This design comes from an exercise in tuning for small area on the open sky130 flow, not from production work. In this exercise RTL edits were held to simulation tests only and were not proved equivalent to the original. No activity file was given, so power comes from the tool's default toggle rates.

**flow/run.sh**
```bash
#!/bin/bash
# Own layout flow: the standard layout (standard.sh), except that
# - synthesis maps the logic with an area-oriented ABC script (synth.tcl,
#   area.script); everything before ABC, flip-flop mapping included, is the
#   standard synthesis, so the registers keep their names and cell types;
# - the port buffers are the smallest buffer cell;
# - CTS clusters up to 16 sinks within 60 um on clkbuf_8 and adds no dummy
#   loads.
# Floorplan, power grid, placement, timing repair and routing are the
# standard flow's. Each step's full output goes to a log file here.
set -euo pipefail
W=$(pwd)
export BUFFER_PORTS_ARGS="-buffer_cell sky130_fd_sc_hd__buf_1"
export CTS_ARGS="-sink_clustering_enable -repair_clock_nets -dont_use_dummy_load -buf_list sky130_fd_sc_hd__clkbuf_8 -sink_clustering_size 16 -sink_clustering_max_diameter 60"
bash standard.sh SYNTH_SCRIPT="$W/flow/synth.tcl" synth > "$W/synth.log" 2>&1
bash standard.sh SYNTH_SCRIPT="$W/flow/synth.tcl" finish > "$W/layout.log" 2>&1
```
**flow/area.script**
```
&get -n
&st
&dch
&nf -a
&put
```
**flow/synth.tcl**
```tcl
# The standard synthesis (synth_recipe.tcl in the work folder), with only
# the ABC mapping script swapped for an area-oriented one (area.script).
# Everything before ABC, flip-flop mapping included, is unchanged, so the
# registers keep the standard synthesis's names and cell types.
set own_flow_dir [file dirname [file normalize [info script]]]
proc abc {args} {
   global own_flow_dir
   set i [lsearch -exact $args -script]
   if {$i >= 0} {
      set args [lreplace $args $i [expr {$i + 1}] -script $own_flow_dir/area.script]
   }
   yosys abc {*}$args
}
source [file dirname $own_flow_dir]/synth_recipe.tcl
```
**standard.sh**
```bash
#!/bin/bash
# synth_recipe.tcl (not shown) runs the flow's synth.tcl, then flattens the netlist and writes it again
# the make line also repeats each setting of config.mk as NAME=value (left out here)
make -C /OpenROAD-flow-scripts/flow DESIGN_CONFIG=/design/flow/config.mk WORK_HOME=/design/flow/orfs CLKGATE_MAP_FILE= SYNTH_SCRIPT=/design/flow/synth_recipe.tcl "${@:-finish}"
```
**config.mk**
```make
export PLATFORM = sky130hd
export DESIGN_NAME = regfile_sb
export DESIGN_NICKNAME = regfile_sb
export VERILOG_FILES = /design/flow/design.v
export SDC_FILE = /design/flow/constraint.sdc
export NUM_CORES = 4
export LEC_CHECK = 0
export CAP_MARGIN = 20
export CORE_MARGIN = 2
export CORE_UTILIZATION = 45
export SLEW_MARGIN = 20
```
**constraint.sdc**
```tcl
create_clock -name core_clock -period 7.0 [get_ports {clk}]
set_input_delay 1.4000 -clock core_clock [delete_from_list [all_inputs] [get_ports {clk}]]
set_output_delay 1.4000 -clock core_clock [all_outputs]
set_load 0.01 [all_outputs]
```
**design.v**
```verilog
package regfile_pkg;
   typedef enum logic {
      CLEAR = 1'b0,
      RUN   = 1'b1
   } state_e;
   localparam int                    DEF_DATA_W  = 32;
   localparam int                    DEF_NREGS   = 32;
   localparam int                    DEF_SP_REG  = 29;
   localparam logic [DEF_DATA_W-1:0] DEF_SP_INIT = 32'h0000_2FFC;
   function automatic int aw_of(input int nregs);
      aw_of = (nregs <= 1) ? 1 : $clog2(nregs);
   endfunction
endpackage
module regfile_sb_rdport
#(
   parameter int DATA_W = regfile_pkg::DEF_DATA_W,
   parameter int NREGS  = regfile_pkg::DEF_NREGS,
   parameter int AW     = 5
) (
   input  logic                          run,
   input  logic [AW-1:0]                 addr,
   input  logic [NREGS-1:0][DATA_W-1:0]  rh,
   input  logic [NREGS-1:0]              rh_busy,
   input  logic                          wr_en,
   input  logic [AW-1:0]                 wr_addr,
   input  logic [DATA_W-1:0]             wr_data,
   output logic [DATA_W-1:0]             data,
   output logic                          busy
);
   localparam int NG = (NREGS + 2) / 3;
   logic             hit;
   logic [NREGS-1:0] sel;
   logic [NREGS-1:0][DATA_W-1:0] src;
   assign hit = wr_en && (wr_addr == addr);
   always_comb begin
      sel[0] = run && hit && (addr != '0);
      for (int r = 1; r < NREGS; r++)
         sel[r] = run && !hit && (addr == AW'(r));
   end
   always_comb begin
      src    = rh;
      src[0] = wr_data;
   end
   logic [NG-1:0][DATA_W-1:0] grp;
   always_comb begin
      for (int g = 0; g < NG; g++) begin
         grp[g] = '0;
         for (int j = 0; j < 3; j++)
            if (3 * g + j < NREGS)
               grp[g] = grp[g] | (src[3*g+j] & {DATA_W{sel[3*g+j]}});
      end
      data = '0;
      for (int g = 0; g < NG; g++)
         data = data | grp[g];
   end
   always_comb begin
      busy = !run;
      for (int r = 1; r < NREGS; r++)
         busy = busy | (rh_busy[r] & sel[r]);
   end
endmodule
module regfile_sb
#(
   parameter int                DATA_W   = regfile_pkg::DEF_DATA_W,
   parameter int                NREGS    = regfile_pkg::DEF_NREGS,
   parameter int                NRD      = 2,
   parameter bit                ZERO_REG = 1'b1,
   parameter int                SP_REG   = regfile_pkg::DEF_SP_REG,
   parameter logic [DATA_W-1:0] SP_INIT  = DATA_W'(regfile_pkg::DEF_SP_INIT),
   localparam int               AW       = regfile_pkg::aw_of(NREGS)
) (
   input  logic                  clk,
   input  logic                  rst_n,
   output logic                  ready,
   input  logic [NRD*AW-1:0]     rd_addr,
   output logic [NRD*DATA_W-1:0] rd_data,
   output logic [NRD-1:0]        rd_busy,
   input  logic                  wr_en,
   input  logic [AW-1:0]         wr_addr,
   input  logic [DATA_W-1:0]     wr_data,
   input  logic                  iss_en,
   input  logic [AW-1:0]         iss_addr,
   input  logic [AW-1:0]         dbg_addr,
   output logic [DATA_W-1:0]     dbg_data
);
   logic [AW:0]                  cnt_q;
   logic                         run;
   logic [NREGS-1:0]             busy_q;
   logic [NREGS-1:0][DATA_W-1:0] rh_q;
   logic [DATA_W-1:0]            dbg_data_q;
   assign run      = cnt_q[AW];
   assign ready    = run;
   assign dbg_data = dbg_data_q;
   always_ff @(posedge clk) begin
      if (!rst_n)    cnt_q <= '0;
      else if (!run) cnt_q <= cnt_q + (AW+1)'(1);
   end
   for (genvar r = 1; r < NREGS; r++) begin : g_row
      logic              we;
      logic [DATA_W-1:0] init, q;
      assign init = (r == SP_REG) ? SP_INIT : '0;
      assign we   = !run || (wr_en && (wr_addr == AW'(r)));
      always_ff @(posedge clk) begin
         if (we) q <= run ? wr_data : init;
      end
      assign rh_q[r] = q;
   end
   assign rh_q[0] = '0;
   for (genvar r = 1; r < NREGS; r++) begin : g_busy
      logic q;
      always_ff @(posedge clk) begin
         if (!run)
            q <= 1'b0;
         else if (iss_en && (iss_addr == AW'(r)))
            q <= 1'b1;
         else if (wr_en && (wr_addr == AW'(r)))
            q <= 1'b0;
      end
      assign busy_q[r] = q;
   end
   assign busy_q[0] = 1'b0;
   localparam int NG = (NREGS + 2) / 3;
   logic [NREGS-1:0]          dsel;
   logic [NG-1:0][DATA_W-1:0] dgrp;
   logic [DATA_W-1:0]         dbg_d;
   always_comb begin
      dsel[0] = 1'b0;
      for (int r = 1; r < NREGS; r++)
         dsel[r] = rst_n && run && (dbg_addr == AW'(r));
      for (int g = 0; g < NG; g++) begin
         dgrp[g] = '0;
         for (int j = 0; j < 3; j++)
            if (3 * g + j < NREGS)
               dgrp[g] = dgrp[g] | (rh_q[3*g+j] & {DATA_W{dsel[3*g+j]}});
      end
      dbg_d = '0;
      for (int g = 0; g < NG; g++)
         dbg_d = dbg_d | dgrp[g];
   end
   always_ff @(posedge clk) dbg_data_q <= dbg_d;
   for (genvar i = 0; i < NRD; i++) begin : g_rd
      regfile_sb_rdport #(
         .DATA_W (DATA_W),
         .NREGS  (NREGS),
         .AW     (AW)
      ) u_rdport (
         .run     (run),
         .addr    (rd_addr[i*AW +: AW]),
         .rh      (rh_q),
         .rh_busy (busy_q),
         .wr_en   (wr_en),
         .wr_addr (wr_addr),
         .wr_data (wr_data),
         .data    (rd_data[i*DATA_W +: DATA_W]),
         .busy    (rd_busy[i])
      );
   end
endmodule
```
==> run summary, run 1 <==
----------------------------------------------------
[Die]
  Number of placed I/O pins ... 160
  Total core area ... between 0.1 and 0.15 sq mm
  Die Outline Area ... about 0.11 sq mm
  Die span in x ... about 330 um
  Starting density of the core ... about 45%
  Die extent in y ... approximately 330 um
  Number of placement rows ... 118

[Timing]
  Final setup margin ... 375 ps
  Setup repair after global routing missed its margin ... no
  Skew final ... between 80 and 90 ps
  Hold violation count in the final report ... 0
  Tightest Pin Transition ... 1320 ps
  Final total negative setup slack ... 0 ps
  Portion of the clock cycle consumed by the worst path in the final layout ... a little over nine tenths
  Shortest clock period the worst path allows after layout ... 6620 ps
  Slew margin rel. ... roughly an eighth
  Max-slew violations ... 0
  Maximum frequency from static timing analysis ... approximately 150 MHz
  Setup violators final ... 0

[Drt]
  DR WL/cell ... approximately 47 um
  Number of DRC markers after the initial detailed-route iteration ... roughly 14,000
  Mean number of vias per cell ... ~8.7
  Number of vias after detailed routing ... between 40,000 and 50,000
  Number of routed nets with antenna violations ... 0
  # DRC ... 0
  TritonRoute pass-1 iters ... 17
  Final WL ... approximately 220 mm

[Logic synthesis]
  Syn nets ... between 3,000 and 4,000
  Netlist area before placement ... 0.0468 sq mm
  Cells after synthesis ... roughly 3,000
  Leading area contributor after synthesis ... sky130_fd_sc_hd__edfxtp_1
  Share of the yosys chip area belonging to registers ... 66.6%
  Synthesis Warnings ... 2
  Most frequent cells after synthesis ... sky130_fd_sc_hd__edfxtp_1, sky130_fd_sc_hd__a222oi_1, sky130_fd_sc_hd__and4_1
  Dominant cell by count in the synthesized netlist ... sky130_fd_sc_hd__edfxtp_1
  Top FF cell, synth ... sky130_fd_sc_hd__edfxtp_1
  Number of flops mapped to enable cells by yosys ... slightly below 1,000
  Area fraction of the dominant cell type after synthesis ... a little under two thirds
  Register bit count reported by yosys ... 1,061
  Synth Area per Inst ... between 15 and 20 sq um
  Area contributors post-synth ... sky130_fd_sc_hd__edfxtp_1, sky130_fd_sc_hd__a222oi_1, sky130_fd_sc_hd__and4_1, sky130_fd_sc_hd__dfxtp_1, sky130_fd_sc_hd__a221o_1
  Async S/R FF share, synth ... 0%
  Number of different library cells in the post-synthesis netlist ... 34

[Worst setup path]
  CP Class ... in -> out
  CP Capture Type ... output port
  Family of cells with the greatest summed delay on the critical path ... simple AND/OR/NAND/NOR gates
  Buf+Inv Stages, Crit Path ... 4
  Arr. time, crit path ... 5220 ps
  Worst-path maximum fanout ... 33
  Max incr delay on CP ... around 470 ps
  Data required time at the worst endpoint ... 5600 ps
  Startpoint type of the worst setup path ... input pin
  Register-to-register path setup slack ... between 2000 and 2500 ps
  Cell breakdown of the critical path ... buf_1 -> xor2_1 -> nor4_2 -> buf_4 -> nand3_1 -> nand2_1 -> nor4_4 -> buf_4 -> a222oi_1 -> and4_1 -> and4_1 -> nand4_1 -> a221o_1 -> buf_1
  Cell with the largest stage delay on the worst path ... sky130_fd_sc_hd__and4_1
  Worst reg-to-reg path cell count ... 10
  Capture point of the worst reg-to-reg path ... dbg_data_q[27]
  R2r startpoint ... cnt_q[5]

[CTS]
  Number of buffers inserted by post-CTS setup repair ... 0
  Worst-skew pair later-pin latency ... between 800 and 900 ps
  Clock transition at the registers of the reported paths ... around 100 ps
  TritonCTS clock tree ... built
  Deepest clock path buffer count ... 3
  Number of resized instances in the post-cts repair step ... 0
  Number of buffers added by the clock tree synthesis step ... 95
  Clk root buf ... sky130_fd_sc_hd__clkbuf_8
  Post-cts hold buffer count ... 0
  Total number of clock tree sinks ... 1,061
  H-tree level count ... 3

[Placed design]
  Port-buffer cells ... around 160
  Dpl cell area ... a little over 0.05 sq mm
  GP Congestion ... 0.953
  Dpl hpwl ... approximately 130 mm
  Placed cells ... 4,668
  Dpl ws ... 490 ps

[Min path]
  Number of stages on the worst hold path ... 2
  Endpoint, Worst Hold ... cnt_q[0]
  Hold Crit Start ... cnt_q[0]
  Worst Hold Class ... reg -> reg

[Final layout]
  Final standard cell count with taps included and fillers excluded ... 4,767
  Fraction of final layout cells with drive strength greater than 1 ... around 11%
  Synthesis-to-layout area growth ... 12.0%
  Post-route standard cell area excluding fillers ... between 0.05 and 0.06 sq mm
  Layout net count ... 3,447

[GRT]
  Antenna violations before repair ... 21
  Gr ovfl total ... 0
  Wire length of the first global-routing pass ... 304 mm
  Global Route Usage Sum ... around 40%
  Via count of the first global-routing pass ... ~39,000
  Largest net degree at the start of global routing ... 54

[Power and ir drop]
  Total leakage power ... approximately 17 nW
  Maximum ir drop on the vdd rail ... between 100 and 150 uV
  Total power per unit cell area ... between 150 and 200 mW/mm^2

[Job]
  Max-cap violations ... 0

[Run status]
  Run status ... finished clean

----------------------------------------------------
[flip-flops by register name, summed over array words and instances (netlist names)]
register	count
g_busy.q	31
dbg_data_q	32
g_row.q	992
cnt_q	6
[worst max-delay path by stage]
stage / from / endpoint / slack (ps) / cells past startpoint
floorplan: wr_addr[0] / rd_busy[0] / 40 / 14
global placement: rd_addr[7] / rd_busy[1] / 540 / 17
detailed placement: wr_addr[0] / rd_busy[1] / 490 / 18
CTS: wr_addr[0] / rd_busy[1] / 490 / 18
global route: rd_addr[8] / rd_busy[1] / 100 / 17
finish: rd_addr[7] / rd_data[48] / 380 / 14
[cells in the final DEF, fill, tap and decap left out, types with 29 or more instances in the layout]
master	synthesis	layout
sky130_fd_sc_hd__and3_1	36	36
sky130_fd_sc_hd__nand4_1	111	111
sky130_fd_sc_hd__a22oi_1	40	40
sky130_fd_sc_hd__buf_1	0	159
sky130_fd_sc_hd__and4_1	180	180
sky130_fd_sc_hd__a221o_1	96	96
sky130_fd_sc_hd__nand2_2	0	29
sky130_fd_sc_hd__clkbuf_8	0	95
sky130_fd_sc_hd__a222oi_1	891	891
sky130_fd_sc_hd__edfxtp_1	992	992
sky130_fd_sc_hd__buf_4	2	174
sky130_fd_sc_hd__dfxtp_1	69	68
sky130_fd_sc_hd__nor2_1	72	43
sky130_fd_sc_hd__a22o_1	33	33
sky130_fd_sc_hd__and2_0	58	54
sky130_fd_sc_hd__nand2_1	143	112
[metrics by stage]
step	hold slack [ps]	util (%)	total power [mW]
after CTS	487	50.7	10.2
after global routing	518	50.7	10.4
final	485	50.7	10.2
after floorplan	451	-	7.00
after detailed placement	471	49.5	7.08
after global placement	464	49.4	7.08
[layout make-up]
type                            count  area, sq um
Inverter                            5         18.8
Clock buffer                       95         1310
Antenna cell                        4         10.0
Fill cell                        8547        50900
Multi-Input combinational cell   1881        16100
Timing Repair Buffer              341         2060
Sequential cell                  1061        31200
Tap cell                         1380         1730
[tightest hold or removal path, stage by stage (launching register included)]
cell                       delay, ps
sky130_fd_sc_hd__dfxtp_1         340
sky130_fd_sc_hd__clkinv_1         60
sky130_fd_sc_hd__a21oi_1          50
[power breakdown]
part	internal, mW	switching [mW]
Sequential	6.82	0.00112
Clock	1.20	2.07
Combinational	0.0274	0.0937
Total	8.05	2.17
[routing by layer]
metal  wire length, um  track usage, %  up-vias
li1                  -               -    15700
met1             75300            52.6    20300
met2             91400            56.2     4778
met3             45400            20.2      929
met4             11300            17.3       16
met5               105          0.0887        -
[cell families after synthesis]
group                    count (synthesis)  synth area share (%)
AO/OA/AOI/OAI                         1146                  23.7
flip-flops                            1061                  66.6
AND/OR/NAND/NOR                        724                  9.42
XOR/XNOR                                10                 0.187
buffers and inverters                    7                0.0721
adder cells (fa/ha/maj)                  1                0.0267
==> run 2: changes to the inputs <==
--- a/config.mk
+++ b/config.mk
@@ -9,3 +9,4 @@
 export CORE_MARGIN = 2
-export CORE_UTILIZATION = 45
+export CORE_UTILIZATION = 40
+export SETUP_SLACK_MARGIN = 0.15
 export SLEW_MARGIN = 20
==> run summary, run 2 <==
----------------------------------------------------
[Run status]
  Run status ... finished clean

[CTS]
  H-tree level count ... 3 (unchanged)
  Worst-skew pair later-pin latency ... 800 ps (-40 ps)
  Clock transition at the registers of the reported paths ... 90 ps (about the same)
  Number of buffers added by the clock tree synthesis step ... 87 (-8.4%)
  TritonCTS clock tree ... built
  Total number of clock tree sinks ... 1,061 (unchanged)
  Post-cts hold buffer count ... 0 (unchanged)
  Clk root buf ... sky130_fd_sc_hd__clkbuf_8
  Deepest clock path buffer count ... 3 (unchanged)
  Number of resized instances in the post-cts repair step ... 0 (unchanged)
  Number of buffers inserted by post-CTS setup repair ... 0 (unchanged)

[Die]
  Die span in x ... 346 um (+6.0%)
  Number of placed I/O pins ... 160 (unchanged)
  Die Outline Area ... 0.120 sq mm (+12%)
  Die extent in y ... 346 um (+6.0%)
  Number of placement rows ... 125 (+5.9%)
  Starting density of the core ... 40.3% (-5.0 points)
  Total core area ... 0.116 sq mm (+12%)

[Logic synthesis]
  Synth Area per Inst ... 15.9 sq um (unchanged)
  Area contributors post-synth ... sky130_fd_sc_hd__edfxtp_1, sky130_fd_sc_hd__a222oi_1, sky130_fd_sc_hd__and4_1, sky130_fd_sc_hd__dfxtp_1, sky130_fd_sc_hd__a221o_1
  Synthesis Warnings ... 2 (unchanged)
  Area fraction of the dominant cell type after synthesis ... 63.6% (unchanged)
  Register bit count reported by yosys ... 1,061 (unchanged)
  Dominant cell by count in the synthesized netlist ... sky130_fd_sc_hd__edfxtp_1
  Async S/R FF share, synth ... 0% (unchanged)
  Most frequent cells after synthesis ... sky130_fd_sc_hd__edfxtp_1, sky130_fd_sc_hd__a222oi_1, sky130_fd_sc_hd__and4_1
  Cells after synthesis ... 2,949 (unchanged)
  Number of flops mapped to enable cells by yosys ... 992 (unchanged)
  Number of different library cells in the post-synthesis netlist ... 34 (unchanged)
  Syn nets ... 3,011 (unchanged)
  Netlist area before placement ... 0.0468 sq mm (unchanged)
  Leading area contributor after synthesis ... sky130_fd_sc_hd__edfxtp_1
  Share of the yosys chip area belonging to registers ... 66.6% (unchanged)
  Top FF cell, synth ... sky130_fd_sc_hd__edfxtp_1

[Final layout]
  Top Registers ... g_row.q (992), dbg_data_q (32), g_busy.q (31)
  Post-route standard cell area excluding fillers ... 0.0527 sq mm (+0.60%)
  Commonest non-fill, non-tap cells in the layout ... sky130_fd_sc_hd__edfxtp_1, sky130_fd_sc_hd__a222oi_1, sky130_fd_sc_hd__and4_1
  Fraction of final layout cells with drive strength greater than 1 ... 11.2% (+0.19 points)
  Layout net count ... 3,442 (-0.15%)
  Register name with the most flops ... g_row.q
  Synthesis-to-layout area growth ... 12.6%
  Most common cell after layout, fill and taps aside ... sky130_fd_sc_hd__edfxtp_1
  Max reg flops ... 992 (unchanged)

[Placed design]
  GP Congestion ... 0.947 (-0.65%)
  Port-buffer cells ... 159 (unchanged)
  Dpl hpwl ... 124 mm (-3.4%)
  Dpl cell area ... 0.0515 sq mm (+0.81%)

[Drt]
  TritonRoute pass-1 iters ... 22 (+5)
  DR WL/cell ... 43.1 um (-8.0%)
  Mean number of vias per cell ... 8.39 (-4.1%)
  Number of vias after detailed routing ... 41,200 (-1.2%)
  Final WL ... 212 mm (-5.2%)
  Number of DRC markers after the initial detailed-route iteration ... 13,300 (-3.3%)
  # DRC ... 0 (unchanged)
  Number of routed nets with antenna violations ... 0 (unchanged)

[Min path]
  Number of stages on the worst hold path ... 2 (unchanged)
  Worst Hold Class ... reg -> reg

[Timing]
  Tightest Pin Transition ... 1260 ps (-63.0 ps)
  Setup repair after global routing missed its margin ... no
  Portion of the clock cycle consumed by the worst path in the final layout ... 94.4% (-0.21 points)
  Final total negative setup slack ... 0 ps (unchanged)
  Maximum frequency from static timing analysis ... 151 MHz (+0.22%)
  Setup violators final ... 0 (unchanged)
  Hold violation count in the final report ... 0 (unchanged)
  Shortest clock period the worst path allows after layout ... 6610 ps (-14.7 ps)
  Skew final ... 79.5 ps (-1.20 ps)
  Max-slew violations ... 0 (unchanged)
  Slew margin rel. ... 16.3% (+4.3 points)

[GRT]
  Wire length of the first global-routing pass ... 289 mm (-5.1%)
  Layer with the highest usage after global routing ... met2
  Gr ovfl total ... 0 (unchanged)
  Global Route Usage Sum ... 33.7% (-6.6 points)
  GR met3 Demand/Resource ... 14.8% (-5.3 points)
  Via count of the first global-routing pass ... 38,000 (-3.5%)
  Antenna violations before repair ... 20 (-4.8%)
  Largest net degree at the start of global routing ... 49 (-9.3%)
  Met1 demand-to-capacity share in global routing ... 43.9% (-8.8 points)
  GR Layer Usage met2 ... 48.8% (-7.4 points)

[Worst setup path]
  CP Class ... in -> out
  Worst-path maximum fanout ... 33 (unchanged)
  Buf+Inv Stages, Crit Path ... 5 (+1)
  Startpoint type of the worst setup path ... input pin
  Max incr delay on CP ... 320 ps (-150 ps)
  Register-to-register path setup slack ... 2830 ps (+720 ps)
  Depth of the critical timing path with buffers and inverters included ... 19 (+5)
  Data required time at the worst endpoint ... 5600 ps (about the same)
  Worst reg-to-reg path cell count ... 9 (-1)
  Family of cells with the greatest summed delay on the critical path ... simple AND/OR/NAND/NOR gates
  Most frequent CP cell ... sky130_fd_sc_hd__nand4_1
  Arr. time, crit path ... 5210 ps (about the same)
  Cell with the largest stage delay on the worst path ... sky130_fd_sc_hd__buf_1
  Cell breakdown of the critical path ... buf_1 -> xor2_1 -> nor4_2 -> buf_4 -> a31oi_1 -> buf_4 -> and3_1 -> buf_4 -> nand2_1 -> and4b_1 -> nand4_1 -> and4b_1 -> nand4_1 -> a221oi_1 -> nand4_1 -> and4b_1 -> and4_1 -> nand4_1 -> buf_1
  CP Capture Type ... output port

[Power and ir drop]
  Maximum ir drop on the vdd rail ... 125 uV (+5.8%)
  Total leakage power ... 17.1 nW (about the same)
  Overall power of the completed layout ... 10.1 mW (-1.4%)
  Total power per unit cell area ... 191 mW/mm^2 (-2.0%)

[Job]
  Max-cap violations ... 0 (unchanged)

----------------------------------------------------
## run 2: cell families (layout without fill, tap and decap cells)
logic type      Yosys count  in the layout  synth area share, %
buf+inv                   7            436               0.0721
flops                  1061           1061                 66.6
xor+xnor                 10             10                0.187
compound gates         1146           1146                 23.7
other cells               0              7                    0
simple gates            724            724                 9.42
fa+ha+maj                 1              1               0.0267
## run 2: worst paths after layout
check / startpoint / to
setup / recovery: wr_addr[3] / rd_busy[1]
hold / removal: cnt_q[0] / cnt_q[0]
setup reg to reg: cnt_q[5] / dbg_data_q[22]
hold reg to reg: cnt_q[0] / cnt_q[0]
## run 2: final cells by class
class | instances | area (sq um)
clock buffer | 87 | 1200
fill | 10100 | 63500
antenna | 7 | 17.5
tap | 1524 | 1910
timing repair buffer | 344 | 2190
multi-input combinational | 1881 | 16200
inverter | 5 | 18.8
sequential | 1061 | 31200
## run 2: tightest hold or removal path, stage by stage, from the launching register on
cell,delay (ps)
sky130_fd_sc_hd__dfxtp_1,340
sky130_fd_sc_hd__clkinv_1,50
sky130_fd_sc_hd__a21oi_1,50
## run 2: metal layers
layer  vias to the layer above  share of wire [%]
met5                         -              0.046
met4                        14                5.1
met3                       851                 19
met2                      4499                 42
met1                     20100                 34
li1                      15700                  -
## run 2: where the power goes
group	switching (mW)	leakage (nW)	total, mW	internal [mW]
Clock	2.03	0.626	3.14	1.11
Sequential	0.00109	12.8	6.82	6.82
Combinational	0.0933	3.73	0.121	0.0277
Total	2.12	17.1	10.1	7.95
## run 2: through the flow
step	util, %	std cells	hold WS (ps)	worst slack, ps
floorplan	-	2949	451	156
global placement	44.3	4812	464	460
detailed placement	44.3	4815	469	363
CTS	45.4	4902	483	345
global route	45.4	4906	520	184
finish	45.4	4909	481	390

-- separate check: timing with driven ports --
The flow's constraints put no driver on any port. The routed layouts listed below were extracted and timed again, unchanged, in two steps.
Step 1 (the two cells are an assumption about what drives the block):
set clk [get_ports {clk}]
set_driving_cell -lib_cell sky130_fd_sc_hd__clkbuf_16 $clk
set_driving_cell -lib_cell sky130_fd_sc_hd__buf_2 [delete_from_list [all_inputs] $clk]
Step 2, shift: input delay + t, output delay - t, t = (earliest + latest rising clock arrival at the registers) / 2. This alone moves slack from input paths to output paths.
Slacks: no drivers / after step 1 / after step 2; pairs: no drivers / after step 1.
run	t (ns)	setup slack, ns	pins driven straight from the clock port
run 1	0.855	0.375 / 0.343 / 0.343	1
run 2	0.836	0.390 / 0.363 / 0.363	1
After both steps setup and hold are still met in every run listed. The setup slack of run 1, which loses most, moves by -0.032 ns with the drivers and by -0.032 ns with both steps.
